From an optimization exercise on the open Yosys and OpenROAD flow, aimed at small area; shortcuts taken in it are not production practice. The RTL was checked by simulation tests, not by an equivalence proof against the original design. Power figures rest on the tool's default switching activity, not on a simulated workload.

==> design/flow/design.v <==
`timescale 1ns/1ps
package tcp_pkg;
    localparam int NUM_FLOWS = 4;
    localparam int MAX_SEG   = 64;
endpackage
`timescale 1ns/1ps
`timescale 1ns/1ps
`timescale 1ns/1ps
`timescale 1ns/1ps
`timescale 1ns/1ps
`timescale 1ns/1ps
module tcp_engine (
     input                          clk
    ,input                          rst
    ,input                          rx_hdr_val
    ,input  logic [49:0]            rx_hdr       
    ,output logic                   rx_hdr_rdy
    ,input                          tail_wr_val
    ,input  logic [1:0]             tail_wr_flowid
    ,input  logic [31:0]            tail_wr_ptr
    ,output logic                   tx_pkt_val
    ,output logic [83:0]            tx_pkt       
    ,input                          tx_pkt_rdy
);
    logic [1:0]  p;              
    logic [1:0]  rr;             
    logic        clean;          
    logic [31:0] exp_r  [4];
    logic [31:0] head_r [4];
    logic [30:0] tail_r [4];    
    logic [1:0]  o_flow;
    logic [6:0]  o_len;          
    logic        adv_q;          
    wire [31:0] exp0  = exp_r[0];
    wire [31:0] head0 = head_r[0];
    wire [30:0] tail0 = tail_r[0];
    wire out_done = ~tx_pkt_val | tx_pkt_rdy;
    wire apply    = adv_q & out_done & (o_flow == p);
    wire can_load = out_done & ~adv_q & clean;
    assign rx_hdr_rdy = can_load & (rx_hdr[49:48] == p);
    wire accept   = rx_hdr_val & rx_hdr_rdy;
    wire in_order = rx_hdr[47:16] == exp0;
    wire [16:0] exp_lo   = {1'b0, exp0[15:0]} + {1'b0, rx_hdr[15:0] & {16{accept & in_order}}};
    wire [31:0] next_exp = {exp0[31:16] + {15'b0, exp_lo[16]}, exp_lo[15:0]};
    wire [24:0] th    = tail0[30:6];
    wire [24:0] hh_n  = ~head0[30:6];
    wire [6:0]  dlo   = {1'b0, tail0[5:0]} - {1'b0, head0[5:0]};
    wire [5:0]  d     = dlo[5:0];
    wire        b     = dlo[6];
    wire [24:0] hx    = th ^ hh_n;
    wire [24:0] ho    = th | hh_n;
    wire        hi_eq = (hx[0] == ~b) & (hx[24:1] == ho[23:0]);
    wire        ge64    = ~hi_eq;
    wire        pend    = ge64 | (|d);
    wire [6:0]  seg_len = {ge64, d & {6{~ge64}}};
    wire        my_turn = rr == p;
    wire        send    = can_load & ~accept & my_turn & pend;
    wire [31:0] next_head = head0 + {25'b0, o_len & {7{apply}}};
    wire [1:0]  wpos  = tail_wr_flowid - p - 2'd1;
    wire [30:0] wdata = tail_wr_ptr[30:0] & {31{~rst}};
    always_ff @(posedge clk) begin
        for (int k = 0; k < 3; k++) begin
            exp_r[k]  <= exp_r[k+1];
            head_r[k] <= head_r[k+1];
        end
        exp_r[3]  <= next_exp  & {32{clean}};
        head_r[3] <= next_head & {32{clean}};
        for (int k = 0; k < 4; k++) begin
            if (rst | (tail_wr_val & (wpos == 2'(k))))
                tail_r[k] <= wdata;
            else
                tail_r[k] <= tail_r[(k+1)%4];
        end
    end
    always_ff @(posedge clk) begin
        if (rst) begin
            p          <= '0;
            rr         <= '0;
            clean      <= 1'b0;
            adv_q      <= 1'b0;
            tx_pkt_val <= 1'b0;
        end else begin
            p  <= p + 2'd1;
            if (p == 2'd3)
                clean <= 1'b1;
            if (clean & my_turn & (send | ~pend))
                rr <= rr + 2'd1;
            if (send)
                adv_q <= 1'b1;
            else if (apply)
                adv_q <= 1'b0;
            if (out_done)
                tx_pkt_val <= accept | send;
        end
    end
    always_ff @(posedge clk) begin
        if (can_load) begin
            o_flow <= p;
            o_len  <= seg_len & {7{~accept}};
        end
    end
    wire [1:0] o_pos = o_flow - p;
    assign tx_pkt = {o_flow, head_r[o_pos], exp_r[o_pos], 1'b1, |o_len, 9'b0, o_len};
endmodule
==> design/flow/flow/run.sh <==
#!/bin/bash
# The standard layout (standard.sh) with these changes:
#  - synthesis is ORFS's synth.tcl unchanged except that ABC maps the
#    combinational logic with flow/abc.script (area-oriented, delay relaxed),
#    adders are left to Yosys's default lowering and ABC (no Kogge-Stone
#    extra map, no full-adder extraction); registers, their names and cell
#    types are those of the standard synthesis;
#  - the port buffers are the smallest buffer cell;
#  - clock tree synthesis inserts no dummy loads.
set -euo pipefail
here=$(pwd)
sed 's#^\([[:space:]]*\)log_cmd abc {\*}\$abc_args#\1set abc_args [lreplace $abc_args 1 1 '"$here"'/flow/abc.script]\n\1log_cmd abc {*}$abc_args#' \
    "$FLOW_HOME/scripts/synth.tcl" > "$here/synth_area.tcl"
grep -q "flow/abc.script" "$here/synth_area.tcl"
sed 's#source \$::env(SCRIPTS_DIR)/synth.tcl#source '"$here"'/synth_area.tcl#' \
    "$here/synth_recipe.tcl" > "$here/synth_recipe_area.tcl"
grep -q "synth_area.tcl" "$here/synth_recipe_area.tcl"
bash standard.sh SYNTH_SCRIPT="$here/synth_recipe_area.tcl" \
    ADDER_MAP_FILE= SYNTH_OPERATIONS_ARGS=-noshare \
    BUFFER_PORTS_ARGS="-buffer_cell sky130_fd_sc_hd__buf_1" \
    CTS_ARGS="-sink_clustering_enable -repair_clock_nets -sink_clustering_size 18 -sink_clustering_max_diameter 60 -buf_list sky130_fd_sc_hd__clkbuf_8 -dont_use_dummy_load" \
    finish > standard_flow.log 2>&1
==> design/flow/flow/abc.script <==
&get -n
&st
&dch
&nf -R 1000
&put
topo
stime -c
==> design/flow/standard.sh <==
#!/bin/bash
# synth_recipe.tcl (not shown) runs the flow's synth.tcl, then flattens the netlist and writes it again
# the make line also repeats each setting of config.mk as NAME=value (left out here)
make -C /OpenROAD-flow-scripts/flow DESIGN_CONFIG=/design/flow/config.mk WORK_HOME=/design/flow/orfs CLKGATE_MAP_FILE= SYNTH_SCRIPT=/design/flow/synth_recipe.tcl "${@:-finish}"
==> design/flow/config.mk <==
export PLATFORM = sky130hd
export DESIGN_NAME = tcp_engine
export DESIGN_NICKNAME = tcp_engine
export VERILOG_FILES = /design/flow/design.v
export SDC_FILE = /design/flow/constraint.sdc
export NUM_CORES = 4
export LEC_CHECK = 0
export CAP_MARGIN = 20
export CORE_MARGIN = 2
export CORE_UTILIZATION = 75
export SLEW_MARGIN = 20
==> design/flow/constraint.sdc <==
create_clock -name core_clock -period 8.5 [get_ports {clk}]
set_input_delay 1.7000 -clock core_clock [delete_from_list [all_inputs] [get_ports {clk}]]
set_output_delay 1.7000 -clock core_clock [all_outputs]
set_load 0.01 [all_outputs]
==> results of run 1 <==
## logic make-up after synthesis
logic type / synth area share
other cells: 0.0005595
flops: 0.5974
fa+ha+maj: 0.003729
xor+xnor: 0.06591
mux: 0.001585
buf+inv: 0.01091
simple gates: 0.1682
compound gates: 0.1518
## per-stage QoR
| stage | cell area (um^2) | util | power, W |
|---|---|---|---|
| after floorplan | 13450 | - | 0.002149 |
| after global placement | 14440 | 0.8288 | 0.002236 |
| after detailed placement | 14440 | 0.8288 | 0.002248 |
| after CTS | 14790 | 0.8494 | 0.003018 |
| after global routing | 14790 | 0.8494 | 0.003121 |
| final | 14790 | 0.8494 | 0.003015 |
## cells in the mapped netlist, types with 9 or more instances
| cell type | instances | area share |
|---|---|---|
| nor3_1 | 32 | 0.012 |
| nor2_1 | 52 | 0.015 |
| nor4_1 | 11 | 0.0051 |
| nand3_1 | 17 | 0.0063 |
| a31oi_1 | 9 | 0.0042 |
| buf_4 | 10 | 0.0056 |
| xnor2_1 | 39 | 0.025 |
| and3_1 | 18 | 0.0084 |
| nor2b_1 | 14 | 0.0065 |
| nand2_1 | 299 | 0.084 |
| xor2_1 | 62 | 0.040 |
| a21oi_1 | 64 | 0.024 |
| edfxtp_1 | 9 | 0.020 |
| a222oi_1 | 64 | 0.048 |
| dfxtp_1 | 387 | 0.58 |
| o21ai_0 | 160 | 0.060 |
| clkinv_1 | 19 | 0.0053 |
| nand2b_1 | 43 | 0.020 |
| a21o_1 | 9 | 0.0050 |
## cells in the final DEF (no fill, tap or decap), types with 10 or more instances in the layout
master and n:
nand2b_1 43, o21ai_0 160, clkinv_1 19, a21oi_1 62, xor2_1 62, nand3_1 17
buf_4 11, nor4_1 11, nor2b_1 13, clkbuf_8 26, xnor2_1 39, and3_1 18
buf_1 162, a222oi_1 64, nor3_1 31, nand2_1 299, dfxtp_1 387, conb_1 10
nor2_1 50
## layout make-up
class | count | area [um^2]
sequential | 396 | 8018
multi-input combinational | 952 | 5369
fill | 1023 | 2624
timing repair buffer | 174 | 695.7
clock buffer | 26 | 357.8
tap | 225 | 281.5
inverter | 19 | 71.32
## sequential cells by signal (all words and copies together), names as in the netlist, 2 cells and up
name    cells
head_r    128
o_flow      2
exp_r     128
tail_r    124
o_len       7
rr          2
p           2
## worst register-to-register path, cell delays in order, from the launching register on
cell and delay, ns:
dfxtp_1 0.65, xor2_1 0.50, nor2_4 0.08, and3_1 0.33
and3_1 0.28, nor3_1 0.25, nor2_1 0.08, or2_0 0.27
a31oi_1 0.21, clkinv_1 0.14, or3_1 0.39, a21o_1 0.20
nand2_1 0.07, and2_0 0.28, nor2b_1 0.34, and3_1 0.29
and3_1 0.22, nor2b_1 0.31, and3_1 0.30, and3_1 0.27
and3_1 0.27, and3_1 0.29, and3_1 0.29, a21oi_1 0.10
nor3_1 0.18
## metal layers
layer,part of all wire,vias to the layer above,wire [um],track usage
met5,0,-,0,0
met4,0.030,0,881,0.1003
met3,0.072,65,2131,0.03606
met2,0.47,440,13780,0.5119
met1,0.43,4954,12720,0.4168
li1,-,5177,-,-
## worst max-delay path by stage
stage               depth (start not counted)  slack, ns       endpoint  startpoint
floorplan                                  24       0.95   exp_r[3][30]  tx_pkt_rdy
global placement                           26       1.44   exp_r[3][31]  tx_pkt_rdy
detailed placement                         24       1.17  head_r[3][31]  tx_pkt_rdy
CTS                                        24       1.71  head_r[3][31]  tx_pkt_rdy
global route                               24       1.13  head_r[3][31]  tx_pkt_rdy
finish                                     24       1.61  head_r[3][31]  tx_pkt_rdy
## power breakdown
part | switching [W] | internal (W) | leakage (nW)
Combinational | 0.000173 | 0.0000748 | 2.26
Clock | 0.000531 | 0.000275 | 0.187
Sequential | 0.0000334 | 0.00193 | 3.23
Total | 0.000738 | 0.00228 | 5.68
==> results.json, run 1 <==
{
  "status": "timing/DRC/antenna clean",
  "critPathLaunchType": "primary input",
  "vias_per_cell": 5.935,
  "post_cts_buffers": 0,
  "yosysSeqAreaShare": 0.5974,
  "r2r_slack_ns": 1.82,
  "r2r_end": "head_r[3][31]",
  "die_x_um": 137.8,
  "fin_skew_ns": 0.05268,
  "die_area_um2": 18980,
  "cp.arrival_ns": 7.39,
  "ys_warn_count": 4,
  "cts-buffers-inserted": 26,
  "grt.overflow.total": 0,
  "syn_area_um2": 13420,
  "wl_per_cell_um": 16.47,
  "hpwl_um": 19520,
  "hold_viol": 0,
  "ir_worst_vdd_mv": 0.2275,
  "antenna_found_initial": 0,
  "ys_types": 42,
  "clkTransAtPathRegs_ns": 0.11,
  "drt_iter0_drc": 962,
  "criticalPathCategory": "primary input to flip-flop",
  "drtPass1Iterations": 9,
  "crit_fanout": 15,
  "post_cts_resized": 0,
  "grt_pass1_vias": 9799,
  "ios": 175,
  "clk_latency_ns": 0.56,
  "maxSlewHeadroom": 0.4387,
  "cts_buffer_depth": 3,
  "num_rows": 48,
  "clock-sinks": 396,
  "r2r_start": "p[0]",
  "grt_max_degree": 65,
  "finalSetupViolCount": 0,
  "final_cells": 1792,
  "vias": 10636,
  "drive_gt1_frac": 0.02999,
  "setup_tns_ns": 0,
  "gp_congestion": 0.8389,
  "portBuffers": 163,
  "ant_nets": 0,
  "syn_area_per_cell_um2": 9.804,
  "rsz0062_at_grt": "no",
  "initial_core_util": 0.7706,
  "fin_ws_ns": 1.609,
  "p_leak_nw": 5.678,
  "route.detailed.drc": 0,
  "root_buffer": "clkbuf_8",
  "ctsHoldBuffers": 0,
  "htreeDepth": 1,
  "finalCriticalPeriod_ns": 6.891,
  "cpMostUsedCell": "and3_1",
  "die_y_um": 137.8,
  "slew_viol_final": 0,
  "crit_path_max_incr_delay_ns": 0.46,
  "critPathCaptureType": "flip-flop",
  "grt_use_total": 0.3058,
  "grt_pass1_wl_um": 46550,
  "critPathTopFamily": "simple AND/OR/NAND/NOR gates",
  "whs_endpoint": "head_r[1][2]",
  "tritoncts": "yes",
  "fin_crit_sh": 0.8107,
  "path_cells": "buf_1, nand2b_1, and3_1, nand3_1, nor3_1, nor2_1, or2_0, a31oi_1, clkinv_1, or3_1, a21o_1, nand2_1, and2_0, nor2b_1, and3_1, and3_1, nor2b_1, and3_1, and3_1, and3_1, and3_1, and3_1, a21oi_1, nor3_1",
  "placed_cells": 1766,
  "ys.flop_type": "dfxtp_1",
  "path_buf_inv": 2,
  "critPathSlowestCell": "and3_1",
  "postRouteWirelength_um": 29510,
  "hold_start": "head_r[2][2]",
  "cp.required_ns": 9.00,
  "fp.coreArea_um2": 17420,
  "netlist_instances": 1369,
  "hold_depth": 0,
  "tightest_slew_ns": 0.8420,
  "synth-seq-cells": 396,
  "clock.fmax_mhz": 145.1,
  "whs_ns": 0.3318,
  "hp-class": "flip-flop to flip-flop",
  "maxCapViolCount": 0,
  "power_density_nw_per_um2": 203.8,
  "r2r_cells": 24,
  "preCtsSetupSlack_ns": 1.173,
  "n_antenna_cell": 0,
  "fin_nets": 1658,
  "synth_edf_count": 9,
  "area_growth_pct": 10.22,
  "async_flop_share": 0
}
==> run 2, diff against run 1 <==
--- a/design/flow/config.mk
+++ b/design/flow/config.mk
@@ -9,3 +9,3 @@
 export CORE_MARGIN = 2
-export CORE_UTILIZATION = 75
+export CORE_UTILIZATION = 65
 export SLEW_MARGIN = 20
==> run 2 against run 1 <==
Die area increased by 15%. Worst setup slack improved by 0.11 ns. First-iteration DRC count decreased by 17%. Highest routed layer unchanged. Total power increased by 0.65%. Clock skew decreased by 0.0082 ns.
==> results.json, run 2 <==
{
  "final_common_cell": "dfxtp_1",
  "hpwl_um": 18400,
  "cp.arrival_ns": 7.24,
  "fin_crit_sh": 0.7975,
  "num_rows": 52,
  "clock-sinks": 396,
  "cts_buffer_depth": 3,
  "post_cts_resized": 0,
  "area_growth_pct": 10.90,
  "grt_pass1_wl_um": 45990,
  "grt_max_degree": 65,
  "async_flop_share": 0,
  "multiInputGateArea_um2": 5369,
  "htreeDepth": 1,
  "ys.flop_type": "dfxtp_1",
  "status": "timing/DRC/antenna clean",
  "ys_warn_count": 4,
  "drive_gt1_frac": 0.03185,
  "grt.overflow.total": 0,
  "crit_path_end": "exp_r[3][31]",
  "netlist_instances": 1369,
  "syn_area_um2": 13420,
  "clk_latency_ns": 0.58,
  "wl_per_cell_um": 15.28,
  "ir_worst_vdd_mv": 0.1356,
  "r2r_start": "p[0]",
  "die_y_um": 147.7,
  "grt_use_total": 0.2551,
  "maxCapViolCount": 0,
  "slew_viol_final": 0,
  "synth_edf_count": 9,
  "hp-class": "flip-flop to flip-flop",
  "synth_top_area_frac": 0.5772,
  "yosysSeqAreaShare": 0.5974,
  "ys_top_cells_by_area": "dfxtp_1 (58%), nand2_1 (8.4%), o21ai_0 (6.0%)",
  "crit_fanout": 28,
  "finalCriticalPeriod_ns": 6.779,
  "root_buffer": "clkbuf_8",
  "cpMostUsedCell": "and3_1",
  "n_fill_cell": 1559,
  "ant_nets": 0,
  "ys_types": 42,
  "clkTransAtPathRegs_ns": 0.11,
  "tightest_slew_ns": 0.8007,
  "synth-seq-cells": 396,
  "die_x_um": 147.7,
  "finalSetupViolCount": 0,
  "synth_most_common_cell": "dfxtp_1",
  "cts-buffers-inserted": 28,
  "whs_ns": 0.3129,
  "tritoncts": "yes",
  "crit_path_max_incr_delay_ns": 0.49,
  "route.detailed.drc": 0,
  "gp_congestion": 0.8069,
  "most-common-layout-cells": "dfxtp_1 (387), nand2_1 (299), buf_1 (162)",
  "p_leak_nw": 5.697,
  "r2r_cells": 24,
  "antenna_found_initial": 0,
  "fin_nets": 1661,
  "power_density_nw_per_um2": 203.9,
  "maxSlewHeadroom": 0.4662,
  "setup_tns_ns": 0,
  "fin_skew_ns": 0.04445,
  "portBuffers": 163,
  "ctsHoldBuffers": 0,
  "fp.coreArea_um2": 20230,
  "hold_viol": 0,
  "post_cts_buffers": 0,
  "n_antenna_cell": 0,
  "ios": 175,
  "critPathSlowestCell": "nor4_1",
  "critPathLaunchType": "primary input",
  "largestRegisters": "exp_r (128), head_r (128), tail_r (124)",
  "seq_area_um2": 8018,
  "vias_per_cell": 5.530,
  "crit_start": "tx_pkt_rdy",
  "ys_top_cells_by_count": "dfxtp_1 (387), nand2_1 (299), o21ai_0 (160)",
  "clock.fmax_mhz": 147.5,
  "drt_iter0_drc": 794,
  "grt_pass1_vias": 9456,
  "rsz0062_at_grt": "no",
  "r2r_slack_ns": 2.05,
  "die_area_um2": 21810,
  "drtPass1Iterations": 7,
  "r2r_end": "head_r[3][31]",
  "syn_area_per_cell_um2": 9.804,
  "criticalPathCategory": "primary input to flip-flop",
  "vias": 10176,
  "critPathCaptureType": "flip-flop",
  "postRouteWirelength_um": 28110,
  "cp.required_ns": 8.96,
  "yosysTopAreaCell": "dfxtp_1",
  "initial_core_util": 0.6633
}
-- run 2: changes by cell type in the layout (fill, tap and decap cells not counted) --
cell,previous run,this run
buf_4,11,12
clkbuf_8,26,28
-- run 2: kinds of logic (layout without fill, tap and decap cells) --
kind of cell    after synthesis  count (layout)  share of synthesized area
simple gates                509             509                     0.1682
buf+inv                      29             222                    0.01091
compound gates              325             325                     0.1518
flops                       396             396                     0.5974
fa+ha+maj                     5               5                   0.003729
other cells                   2              10                  0.0005595
xor+xnor                    101             101                    0.06591
mux                           2               2                   0.001585
-- run 2: worst max-delay path: cells and delay by family --
family                 cells  cell delay [ns]
AO/OA/AOI/OAI              3             1.03
XOR/XNOR                   2             0.36
buffers and inverters      3             0.47
AND/OR/NAND/NOR           18             3.65
-- run 2: worst min-delay path by stage --
| stage | startpoint | to | slack (ns) | depth (start not counted) |
|---|---|---|---|---|
| finish | head_r[3][11] | head_r[2][11] | 0.31 | 0 |
| global route | head_r[3][0] | head_r[2][0] | 0.31 | 0 |
| CTS | head_r[3][0] | head_r[2][0] | 0.32 | 0 |
| detailed placement | exp_r[3][24] | exp_r[2][24] | 0.34 | 0 |
| global placement | head_r[2][21] | head_r[1][21] | 0.33 | 0 |
| floorplan | exp_r[3][0] | exp_r[2][0] | 0.33 | 0 |
-- run 2: metrics by stage --
stage	instance area [um^2]	setup WS [ns]	cells	util	power [W]
floorplan	13450	0.9514	1377	-	0.002149
global placement	14500	1.314	1812	0.7165	0.002241
detailed placement	14500	1.163	1812	0.7165	0.002249
CTS	14880	1.741	1840	0.7356	0.003055
global route	14880	1.222	1840	0.7356	0.003162
finish	14880	1.721	1840	0.7356	0.003034
-- run 2: per-layer routing --
| layer | track usage | vias up | routed length [um] |
|---|---|---|---|
| met4 | 0.06442 | 0 | 499 |
| met1 | 0.3676 | 4620 | 13070 |
| met5 | 0 | - | 0 |
| li1 | - | 5196 | - |
| met2 | 0.4163 | 329 | 12780 |
| met3 | 0.02654 | 31 | 1760 |
-- run 2: area by class of cell --
type | instances | area share
Clock buffer | 28 | 0.02589
Inverter | 19 | 0.004792
Multi-Input combinational cell | 952 | 0.3607
Sequential cell | 396 | 0.5387
Tap cell | 270 | 0.02270
Timing Repair Buffer | 175 | 0.04724
-- run 2: report_power, final --
part / internal (W) / switching (W)
Sequential: 0.00193 / 0.0000321
Combinational: 0.0000749 / 0.000171
Clock: 0.000295 / 0.000535
==> run 3, diff against run 2 <==
--- a/design/flow/flow/run.sh
+++ b/design/flow/flow/run.sh
@@ -20,3 +20,3 @@
     BUFFER_PORTS_ARGS="-buffer_cell sky130_fd_sc_hd__buf_1" \
-    CTS_ARGS="-sink_clustering_enable -repair_clock_nets -sink_clustering_size 18 -sink_clustering_max_diameter 60 -buf_list sky130_fd_sc_hd__clkbuf_8 -dont_use_dummy_load" \
+    CTS_ARGS="-sink_clustering_enable -repair_clock_nets -sink_clustering_size 12 -sink_clustering_max_diameter 50 -buf_list sky130_fd_sc_hd__clkbuf_4 -dont_use_dummy_load" \
     finish > standard_flow.log 2>&1
==> run 3 against run 2 <==
Still clean. Die area unchanged. Register-to-register slack hardly changed. First-iteration DRC count fell by 0.76%. Design area decreased by 0.55%. Utilization fell by 0.41 points. Maximum frequency increased by 1.0%. Global-route usage increased by 0.30 points. Combinational power about the same. Worst setup slack better by 0.070 ns.
==> results.json, run 3 <==
{
  "status": "timing/DRC/antenna clean",
  "ios": 175,
  "rsz0062_at_grt": "no",
  "finalSetupViolCount": 0,
  "maxSlewHeadroom": 0.4657,
  "cts_buffer_depth": 3,
  "final_common_cell": "dfxtp_1",
  "netlist_instances": 1369,
  "critPathLaunchType": "primary input",
  "largestRegisters": "exp_r (128), head_r (128), tail_r (124)",
  "die_area_um2": 21810,
  "synth_most_common_cell": "dfxtp_1",
  "cts-buffers-inserted": 40,
  "hold_viol": 0,
  "drive_gt1_frac": 0.03919,
  "synth-xor-area-share": 0.06591,
  "ys_top_cells_by_area": "dfxtp_1 (58%), nand2_1 (8.4%), o21ai_0 (6.0%)",
  "post-route-util": 0.7315,
  "yosysTopAreaCell": "dfxtp_1",
  "drt_iter0_drc": 788,
  "clkTransAtPathRegs_ns": 0.11,
  "synth_adder_area_share": 0.003729,
  "cp.arrival_ns": 7.23,
  "clock-sinks": 396,
  "power_density_nw_per_um2": 199.5,
  "async_flop_share": 0,
  "postRouteWirelength_um": 28330,
  "synth-seq-cells": 396,
  "slew_viol_final": 0,
  "synth_compound_area_frac": 0.1518,
  "setup_tns_ns": 0,
  "crit_fanout": 28,
  "route.detailed.drc": 0,
  "tightest_slew_ns": 0.8014,
  "synthSimpleGateAreaFrac": 0.1682,
  "fin_nets": 1673,
  "post_cts_resized": 0,
  "synth_top_family_by_area": "simple AND/OR/NAND/NOR gates",
  "fin_crit_sh": 0.7893,
  "fp.coreArea_um2": 20230,
  "grt_pass1_vias": 9526,
  "ctsHoldBuffers": 0,
  "initial_core_util": 0.6633,
  "synth.area.mux_share": 0.001585,
  "grt_pass1_wl_um": 46240,
  "clock.fmax_mhz": 149.1,
  "drtPass1Iterations": 8,
  "grt_max_degree": 65,
  "tritoncts": "yes",
  "ant_nets": 0,
  "portBuffers": 163,
  "fin_skew_ns": 0.07333,
  "cp.required_ns": 9.03,
  "grt_use_total": 0.2581,
  "syn_area_um2": 13420,
  "num_rows": 52,
  "root_buffer": "clkbuf_4",
  "p_leak_nw": 5.679,
  "hp-class": "flip-flop to flip-flop",
  "syn_area_per_cell_um2": 9.804,
  "hpwl_um": 18400,
  "finalCriticalPeriod_ns": 6.709,
  "grt.overflow.total": 0,
  "vias": 10269,
  "synth_edf_count": 9,
  "ir_worst_vdd_mv": 0.1388,
  "htreeDepth": 2,
  "preCtsSetupSlack_ns": 1.163,
  "die_x_um": 147.7,
  "antenna_found_initial": 1,
  "clk_latency_ns": 0.66,
  "ys_top_cells_by_count": "dfxtp_1 (387), nand2_1 (299), o21ai_0 (160)",
  "yosysSeqAreaShare": 0.5974,
  "post_cts_buffers": 0,
  "ys_types": 42,
  "die_y_um": 147.7,
  "gp_congestion": 0.8069,
  "vias_per_cell": 5.542,
  "ys_warn_count": 4,
  "critPathCaptureType": "flip-flop",
  "area_growth_pct": 10.28,
  "wl_per_cell_um": 15.29,
  "criticalPathCategory": "primary input to flip-flop",
  "maxCapViolCount": 0,
  "most-common-layout-cells": "dfxtp_1 (387), nand2_1 (299), buf_1 (162)",
  "fin_ws_ns": 1.791,
  "ys.flop_type": "dfxtp_1",
  "synth_top_area_frac": 0.5772
}
-- run 3: cell counts after synthesis --
Identical to the previous run, type by type.
-- run 3: metrics by stage --
| stage | area (um^2) | hold slack, ns | std cells | power, W |
|---|---|---|---|---|
| 2_1_floorplan | 13450 | 0.3298 | 1377 | 0.002149 |
| 3_3_place_gp | 14500 | 0.3324 | 1812 | 0.002241 |
| 3_5_place_dp | 14500 | 0.3363 | 1812 | 0.002249 |
| 4_1_cts | 14800 | 0.2868 | 1852 | 0.002979 |
| 5_1_grt | 14800 | 0.2858 | 1853 | 0.003088 |
| 6_report | 14800 | 0.2868 | 1853 | 0.002953 |
-- run 3: kinds of logic (layout without fill, tap and decap cells) --
logic type / Yosys count / count (layout)
adders and majority gates: 5 / 5
muxes: 2 / 2
and+or+nand+nor: 509 / 509
other: 2 / 11
xor gates and xnor gates: 101 / 101
AOI/OAI and AO/OA: 325 / 325
DFF: 396 / 396
buffers and inverters: 29 / 234
-- run 3: layout make-up --
| type | instances | area [um^2] |
|---|---|---|
| flip-flops and latches | 396 | 8018 |
| fillers | 1580 | 5433 |
| multi-input cells | 952 | 5369 |
| repair buffers | 175 | 703.2 |
| well taps | 270 | 337.8 |
| clock buffers | 40 | 300.3 |
| inverters | 19 | 71.32 |
| diodes | 1 | 2.502 |
-- run 3: per-layer routing --
metal  up-vias  global-route usage  part of all wire
li1       5230                   -                 -
met3        39             0.03488             0.061
met5         -                   0                 0
met4         0             0.07452             0.018
met2       325              0.4149              0.45
met1      4675              0.3683              0.47
-- run 3: where the power goes --
| group | switching, W | total, W | internal [W] | leakage (nW) |
|---|---|---|---|---|
| clock network | 0.000528 | 0.000746 | 0.000219 | 0.184 |
| logic | 0.000172 | 0.000247 | 0.0000749 | 2.27 |
| registers | 0.0000322 | 0.00196 | 0.00193 | 3.23 |
-- run 3: path summary, 6_finish.rpt --
check / startpoint / endpoint / slack (ns) / depth (start not counted)
worst max-delay path: tx_pkt_rdy / exp_r[3][31] / 1.79 / 26
worst min-delay path: head_r[3][0] / head_r[2][0] / 0.29 / 0
worst max register to register: p[0] / head_r[3][31] / 2.05 / 24
worst min register to register: head_r[3][0] / head_r[2][0] / 0.29 / 0
-- run 3: critical path, cell delays in order --
cell      delay [ns]
buf_1           0.07
nand2b_1        0.14
nand2_1         0.09
nor4_1          0.47
nand2_1         0.32
nor3_2          0.23
buf_4           0.30
nand2_1         0.10
xor2_1          0.21
nor2_1          0.07
a31oi_1         0.28
o21ai_0         0.25
a31oi_1         0.49
nor3_1          0.09
nor4_1          0.46
nor2b_1         0.16
nand2_1         0.14
clkinv_1        0.11
and3_1          0.24
and3_1          0.23
and3_1          0.24
and3_1          0.24
and3_1          0.25
nand4_1         0.12
xor2_1          0.15
nor2_1          0.05
==> run 4, diff against run 3 <==
--- a/design/flow/flow/run.sh
+++ b/design/flow/flow/run.sh
@@ -20,3 +20,3 @@
     BUFFER_PORTS_ARGS="-buffer_cell sky130_fd_sc_hd__buf_1" \
-    CTS_ARGS="-sink_clustering_enable -repair_clock_nets -sink_clustering_size 12 -sink_clustering_max_diameter 50 -buf_list sky130_fd_sc_hd__clkbuf_4 -dont_use_dummy_load" \
+    CTS_ARGS="-sink_clustering_enable -repair_clock_nets -sink_clustering_size 14 -sink_clustering_max_diameter 50 -buf_list sky130_fd_sc_hd__clkbuf_8 -dont_use_dummy_load" \
     finish > standard_flow.log 2>&1
--- a/design/flow/config.mk
+++ b/design/flow/config.mk
@@ -9,3 +9,3 @@
 export CORE_MARGIN = 2
-export CORE_UTILIZATION = 65
+export CORE_UTILIZATION = 75
 export SLEW_MARGIN = 20
==> run 4 against run 3 <==
Still clean on timing, DRC and antenna. Utilization grew 12 points. Flip-flop and latch count is the same. Critical path depth is the same. Routed wire length grew 7.4%. Via count grew 4.5%. Worst hold slack gained 0.036 ns. Global-route usage grew 6.0 points. Synthesized cell count is the same. Combinational power is essentially flat. Die area shrank 13%. Worst setup slack lost 0.33 ns. Count of clock-buffer cells in the layout shrank 5. Critical path type unchanged. Critical endpoint unchanged. Largest cell class unchanged.
==> results.json, run 4 <==
{
  "drive_gt1_frac": 0.03553,
  "cts-buffers-inserted": 35,
  "critPathTopFamily": "simple AND/OR/NAND/NOR gates",
  "drtPass1Iterations": 9,
  "clock-sinks": 396,
  "largestRegisters": "exp_r (128), head_r (128), tail_r (124)",
  "yosysSeqAreaShare": 0.5974,
  "r2r_slack_ns": 1.92,
  "hold_viol": 0,
  "fp.coreArea_um2": 17420,
  "clock.fmax_mhz": 142.0,
  "r2r_end": "head_r[3][31]",
  "syn_area_per_cell_um2": 9.804,
  "cpMostUsedCell": "and3_1",
  "n_antenna_cell": 0,
  "finalCriticalPeriod_ns": 7.044,
  "postPlaceCellArea_um2": 14440,
  "syn_area_um2": 13420,
  "drt_iter0_drc": 1077,
  "cp.arrival_ns": 7.47,
  "slew_viol_final": 0,
  "synth_top_area_frac": 0.5772,
  "hold_depth": 0,
  "fin_nets": 1667,
  "critPathCaptureType": "flip-flop",
  "grt.overflow.total": 0,
  "clkTransAtPathRegs_ns": 0.09,
  "critPathLaunchType": "primary input",
  "synth_compound_area_frac": 0.1518,
  "die_y_um": 137.8,
  "grt_max_degree": 65,
  "synth_top_family_by_area": "simple AND/OR/NAND/NOR gates",
  "rsz0062_at_grt": "no",
  "synthSimpleGateAreaFrac": 0.1682,
  "criticalPathCategory": "primary input to flip-flop",
  "hold_start": "head_r[2][5]",
  "grt_pass1_wl_um": 47780,
  "fin_skew_ns": 0.04692,
  "hp-class": "flip-flop to flip-flop",
  "p_leak_nw": 5.742,
  "ys_types": 42,
  "crit_path_max_incr_delay_ns": 0.52,
  "fin_crit_sh": 0.8287,
  "antenna_found_initial": 0,
  "ys.flop_type": "dfxtp_1",
  "grt_pass1_vias": 10069,
  "tightest_slew_ns": 0.8500,
  "grt_use_total": 0.3178,
  "path_buf_inv": 3,
  "wl_per_cell_um": 16.88,
  "ctsHoldBuffers": 0,
  "finalSetupViolCount": 0,
  "synth-xor-area-share": 0.06591,
  "ys_warn_count": 4,
  "die_x_um": 137.8,
  "root_buffer": "clkbuf_8",
  "crit_fanout": 28,
  "htreeDepth": 2,
  "postRouteWirelength_um": 30410,
  "r2r_cells": 24,
  "gp_congestion": 0.8389,
  "yosysTopAreaCell": "dfxtp_1",
  "maxSlewHeadroom": 0.4334,
  "synth_adder_area_share": 0.003729,
  "cts_buffer_depth": 3,
  "vias_per_cell": 5.956,
  "synth-seq-cells": 396,
  "hpwl_um": 19520,
  "tritoncts": "yes",
  "ys_top_cells_by_area": "dfxtp_1 (58%), nand2_1 (8.4%), o21ai_0 (6.0%)",
  "final_area_um2": 14920,
  "netlist_instances": 1369,
  "synth.area.mux_share": 0.001585,
  "ys_top_cells_by_count": "dfxtp_1 (387), nand2_1 (299), o21ai_0 (160)",
  "p_seq_frac": 0.624,
  "n_fill_cell": 987,
  "whs_endpoint": "head_r[1][5]",
  "post_cts_buffers": 0,
  "initial_core_util": 0.7706,
  "setup_tns_ns": 0,
  "ir_worst_vdd_mv": 0.1636,
  "power_frac_comb": 0.079,
  "status": "timing/DRC/antenna clean",
  "synth_edf_count": 9,
  "r2r_start": "p[0]",
  "p_sw_w": 0.0007667,
  "p_int_w": 0.002371,
  "vias": 10727,
  "post_cts_resized": 0,
  "portBuffers": 163,
  "die_area_um2": 18980,
  "critPathSlowestCell": "nor4_1",
  "cp.required_ns": 8.93,
  "fin_total_pwr_w": 0.003138,
  "final_common_cell": "dfxtp_1",
  "switching_share": 0.2444,
  "synth_most_common_cell": "dfxtp_1",
  "maxCapViolCount": 0,
  "placed_cells": 1766,
  "num_rows": 48,
  "area_growth_pct": 11.14,
  "route.detailed.drc": 0,
  "most-common-layout-cells": "dfxtp_1 (387), nand2_1 (299), buf_1 (162)",
  "final_cells": 1801,
  "p_clk_frac": 0.296,
  "async_flop_share": 0,
  "power_density_nw_per_um2": 210.4,
  "ios": 175,
  "clk_latency_ns": 0.54,
  "ant_nets": 0
}
-- run 4: power groups by stage --
| stage | Clock (W) | Sequential [W] | Combinational (W) |
|---|---|---|---|
| floorplan | 0 | 0.00199 | 0.000156 |
| global placement | 0 | 0.00200 | 0.000238 |
| finish | 0.000929 | 0.00196 | 0.000249 |
| CTS | 0.000938 | 0.00196 | 0.000248 |
| global route | 0.00100 | 0.00197 | 0.000278 |
| detailed placement | 0 | 0.00200 | 0.000246 |
-- run 4: metrics by stage --
stage | worst slack (ns) | util | hold slack (ns)
4_1_cts | 1.600 | 0.8565 | 0.3257
6_report | 1.456 | 0.8565 | 0.3229
3_3_place_gp | 1.445 | 0.8288 | 0.3326
2_1_floorplan | 0.9514 | - | 0.3298
5_1_grt | 1.121 | 0.8565 | 0.3191
3_5_place_dp | 1.173 | 0.8288 | 0.3352
-- run 4: worst reg2reg max path, stage by stage (launching register included) --
cell,delay [ns]
dfxtp_1,0.62
xor2_1,0.50
nor2_4,0.08
and3_1,0.33
and3_1,0.28
nor3_1,0.26
nor2_1,0.08
or2_0,0.28
a31oi_1,0.20
clkinv_1,0.13
or3_1,0.38
a21o_1,0.20
nand2_1,0.07
and2_0,0.28
nor2b_1,0.33
and3_1,0.30
and3_1,0.23
nor2b_1,0.32
and3_1,0.29
and3_1,0.27
and3_1,0.27
and3_1,0.28
and3_1,0.29
and3_1,0.19
nor3_1,0.04
-- run 4: logic make-up after synthesis --
family                   count (synthesis)
XOR/XNOR                               101
flip-flops                             396
multiplexers                             2
AND/OR/NAND/NOR                        509
buffers and inverters                   29
adder cells (fa/ha/maj)                  5
AO/OA/AOI/OAI                          325
other                                    2
-- run 4: area by class of cell --
type / instances / area [um^2] / share of cell area
sequential: 396 / 8018 / 0.5375
tap: 225 / 281.5 / 0.01887
clock buffer: 35 / 481.7 / 0.03229
inverter: 19 / 71.32 / 0.004781
multi-input combinational: 952 / 5369 / 0.3599
timing repair buffer: 174 / 695.7 / 0.04664
-- run 4: worst max path at each step --
stage | cells after the start | slack [ns] | startpoint | endpoint
after floorplan | 24 | 0.95 | tx_pkt_rdy | exp_r[3][30]
after global placement | 26 | 1.44 | tx_pkt_rdy | exp_r[3][31]
after detailed placement | 24 | 1.17 | tx_pkt_rdy | head_r[3][31]
after CTS | 26 | 1.60 | tx_pkt_rdy | exp_r[3][31]
after global routing | 26 | 1.12 | tx_pkt_rdy | exp_r[3][31]
final | 26 | 1.46 | tx_pkt_rdy | exp_r[3][31]
-- run 4: routing by layer --
metal / track usage / routed length [um] / vias to the layer above
li1: - / - / 5207
met5: 0 / 0 / -
met2: 0.5357 / 14460 / 490
met3: 0.05556 / 2684 / 61
met1: 0.4128 / 12500 / 4969
met4: 0.1168 / 758 / 0
==> run 5, diff against run 4 <==
--- a/design/flow/flow/run.sh
+++ b/design/flow/flow/run.sh
@@ -20,3 +20,3 @@
     BUFFER_PORTS_ARGS="-buffer_cell sky130_fd_sc_hd__buf_1" \
-    CTS_ARGS="-sink_clustering_enable -repair_clock_nets -sink_clustering_size 14 -sink_clustering_max_diameter 50 -buf_list sky130_fd_sc_hd__clkbuf_8 -dont_use_dummy_load" \
+    CTS_ARGS="-sink_clustering_enable -repair_clock_nets -sink_clustering_size 10 -sink_clustering_max_diameter 40 -buf_list sky130_fd_sc_hd__clkbuf_4 -dont_use_dummy_load" \
     finish > standard_flow.log 2>&1
==> run 5 against run 4 <==
Still clean on timing, DRC and antenna. Clock skew grew 0.041 ns. Area after synthesis is the same. Sequential share of layout area grew 0.46 points. Global-route usage shrank 0.90 points. Worst hold slack lost 0.037 ns. Combinational power is essentially flat. Total power shrank 4.1%. Critical path depth is the same. Non-clock buffer count is the same. Die area is the same. Sequential power is essentially flat. Via count grew 0.62%. Critical path type unchanged.
==> results.json, run 5 <==
{
  "ctsHoldBuffers": 0,
  "switching_share": 0.2504,
  "largestRegisters": "exp_r (128), head_r (128), tail_r (124)",
  "htreeDepth": 2,
  "crit_path_max_incr_delay_ns": 0.55,
  "initial_core_util": 0.7706,
  "tightest_slew_ns": 0.8590,
  "cp.required_ns": 9.09,
  "die_y_um": 137.8,
  "most-common-layout-cells": "dfxtp_1 (387), nand2_1 (299), buf_1 (162)",
  "p_seq_frac": 0.651,
  "globalRouteMet1Util": 0.4140,
  "synth_top_area_frac": 0.5772,
  "p_clk_frac": 0.267,
  "vias_per_cell": 5.950,
  "grt_pass1_wl_um": 46660,
  "area_growth_pct": 10.20,
  "gp_congestion": 0.8389,
  "synth-seq-cells": 396,
  "synth.area.mux_share": 0.001585,
  "drive_gt1_frac": 0.04282,
  "critPathSlowestCell": "nor4_1",
  "maxSlewHeadroom": 0.4273,
  "cp.arrival_ns": 7.43,
  "ys.flop_type": "dfxtp_1",
  "route.detailed.drc": 0,
  "fin_total_pwr_w": 0.003010,
  "final_cells": 1814,
  "ys_top_cells_by_count": "dfxtp_1 (387), nand2_1 (299), o21ai_0 (160)",
  "final_common_cell": "dfxtp_1",
  "drt_iter0_drc": 979,
  "synthSimpleGateAreaFrac": 0.1682,
  "p_sw_w": 0.0007539,
  "clkTransAtPathRegs_ns": 0.10,
  "maxCapViolCount": 0,
  "hp-class": "flip-flop to flip-flop",
  "fp.coreArea_um2": 17420,
  "finalCriticalPeriod_ns": 6.839,
  "clock.fmax_mhz": 146.2,
  "synth_adder_area_share": 0.003729,
  "whs_ns": 0.2860,
  "tritoncts": "yes",
  "synth_edf_count": 9,
  "clk_latency_ns": 0.70,
  "placed_cells": 1766,
  "p_int_w": 0.002256,
  "synth_top_family_by_area": "simple AND/OR/NAND/NOR gates",
  "synth_compound_area_frac": 0.1518,
  "power_density_nw_per_um2": 203.5,
  "async_flop_share": 0,
  "rsz0062_at_grt": "no",
  "ios": 175,
  "ir_worst_vdd_mv": 0.1841,
  "ant_nets": 0,
  "critPathLaunchType": "primary input",
  "ys_warn_count": 4,
  "finalSetupViolCount": 0,
  "post_cts_buffers": 0,
  "netlist_instances": 1369,
  "fin_skew_ns": 0.08744,
  "num_rows": 48,
  "setup_tns_ns": 0,
  "cts_buffer_depth": 3,
  "portBuffers": 163,
  "ys_types": 42,
  "syn_area_per_cell_um2": 9.804,
  "critPathCaptureType": "flip-flop",
  "post_cts_resized": 0,
  "post-route-util": 0.8492,
  "wl_per_cell_um": 16.32,
  "criticalPathCategory": "primary input to flip-flop",
  "root_buffer": "clkbuf_4",
  "grt_pass1_vias": 9885,
  "synth_most_common_cell": "dfxtp_1",
  "clock-sinks": 396,
  "drtPass1Iterations": 9,
  "power_frac_comb": 0.082,
  "ys_top_cells_by_area": "dfxtp_1 (58%), nand2_1 (8.4%), o21ai_0 (6.0%)",
  "grtUsageMet3": 0.04489,
  "vias": 10793,
  "die_area_um2": 18980,
  "cts-buffers-inserted": 47,
  "synth-xor-area-share": 0.06591,
  "syn_area_um2": 13420,
  "hpwl_um": 19520,
  "die_x_um": 137.8,
  "grt_max_degree": 65,
  "slew_viol_final": 0,
  "grtUsageMet2": 0.5122,
  "postRouteWirelength_um": 29600,
  "grt_use_total": 0.3088,
  "hold_viol": 0,
  "grt.overflow.total": 0,
  "yosysTopAreaCell": "dfxtp_1",
  "yosysSeqAreaShare": 0.5974,
  "fin_crit_sh": 0.8046,
  "antenna_found_initial": 1,
  "status": "timing/DRC/antenna clean",
  "cpMostUsedCell": "and3_1",
  "busiest_layer": "met2",
  "p_leak_nw": 5.707,
  "fin_nets": 1679,
  "crit_fanout": 28
}
run 5: cell counts after synthesis:
Identical to the previous run, type by type.
run 5: cells by family (layout without fill, tap and decap cells):
logic type	Yosys count	after routing
multiplexers	2	2
flip-flops	396	396
XOR/XNOR	101	101
AND/OR/NAND/NOR	509	509
AO/OA/AOI/OAI	325	325
adder cells (fa/ha/maj)	5	5
other	2	11
buffers and inverters	29	240
run 5: power by group through the flow:
stage / clock [W] / combinational, W / sequential (W)
6_report: 0.000803 / 0.000247 / 0.00196
5_1_grt: 0.000884 / 0.000277 / 0.00197
4_1_cts: 0.000817 / 0.000246 / 0.00196
3_5_place_dp: 0 / 0.000246 / 0.00200
3_3_place_gp: 0 / 0.000238 / 0.00200
2_1_floorplan: 0 / 0.000156 / 0.00199
run 5: metal layers:
layer,vias to the layer above,part of all wire
li1,5248,-
met1,5012,0.43
met2,468,0.47
met3,65,0.080
met4,0,0.024
met5,-,0
run 5: critical path: cells and delay by family:
| kind | cells | cell delay [ns] |
|---|---|---|
| simple gates | 18 | 3.89 |
| compound gates | 3 | 0.99 |
| xor+xnor | 2 | 0.37 |
| buf+inv | 3 | 0.47 |
run 5: stage by stage:
| step | worst slack [ns] | area [um^2] |
|---|---|---|
| final | 1.661 | 14790 |
| after floorplan | 0.9514 | 13450 |
| after global placement | 1.445 | 14440 |
| after global routing | 1.281 | 14790 |
| after detailed placement | 1.173 | 14440 |
| after CTS | 1.858 | 14790 |
run 5: final timing paths:
kind	from	endpoint	slack, ns	cells past startpoint
min reg2reg	exp_r[2][5]	exp_r[1][5]	0.29	0
max	tx_pkt_rdy	exp_r[3][30]	1.66	26
max reg2reg	p[0]	head_r[3][31]	1.89	24
min	exp_r[2][5]	exp_r[1][5]	0.29	0
run 5: area by class of cell:
cell class / count / area (um^2)
Clock buffer: 47 / 352.8
Timing Repair Buffer: 174 / 695.7
Tap cell: 225 / 281.5
Antenna cell: 1 / 2.502
Inverter: 19 / 71.32
Multi-Input combinational cell: 952 / 5369
Sequential cell: 396 / 8018
Fill cell: 1044 / 2626

[static timing again, ports no longer ideal]
How much do the figures lean on ideal ports? The routed layouts below were timed once more, with nothing changed but the port constraints. Step 1 assumes that a clkbuf_16 drives the clock port and a buf_2 every other input. Step 2 moves the port delays by t, midway between the first and last clock arrival at a register: inputs arrive t later, outputs are due t later. That takes back most of the time a late clock gives input paths. Three values: ideal, step 1, step 2; two values: the first two.
run | shift t [ns] | slack for setup (ns) | slew at the worst register clock pin (ns)
run 1 | 0.582 | 1.609 / 1.618 / 1.036 | 0.11 / 0.11
run 2 | 0.603 | 1.721 / 1.742 / 1.139 | 0.11 / 0.11
run 3 | 0.659 | 1.791 / 1.810 / 1.151 | 0.12 / 0.12
run 4 | 0.562 | 1.456 / 1.469 / 0.906 | 0.09 / 0.09
run 5 | 0.688 | 1.661 / 1.671 / 0.984 | 0.11 / 0.11
After both steps setup and hold are still met in every run listed. For run 5, which loses most, drivers alone change the setup slack by +0.010 ns; drivers and shift together by -0.677 ns.
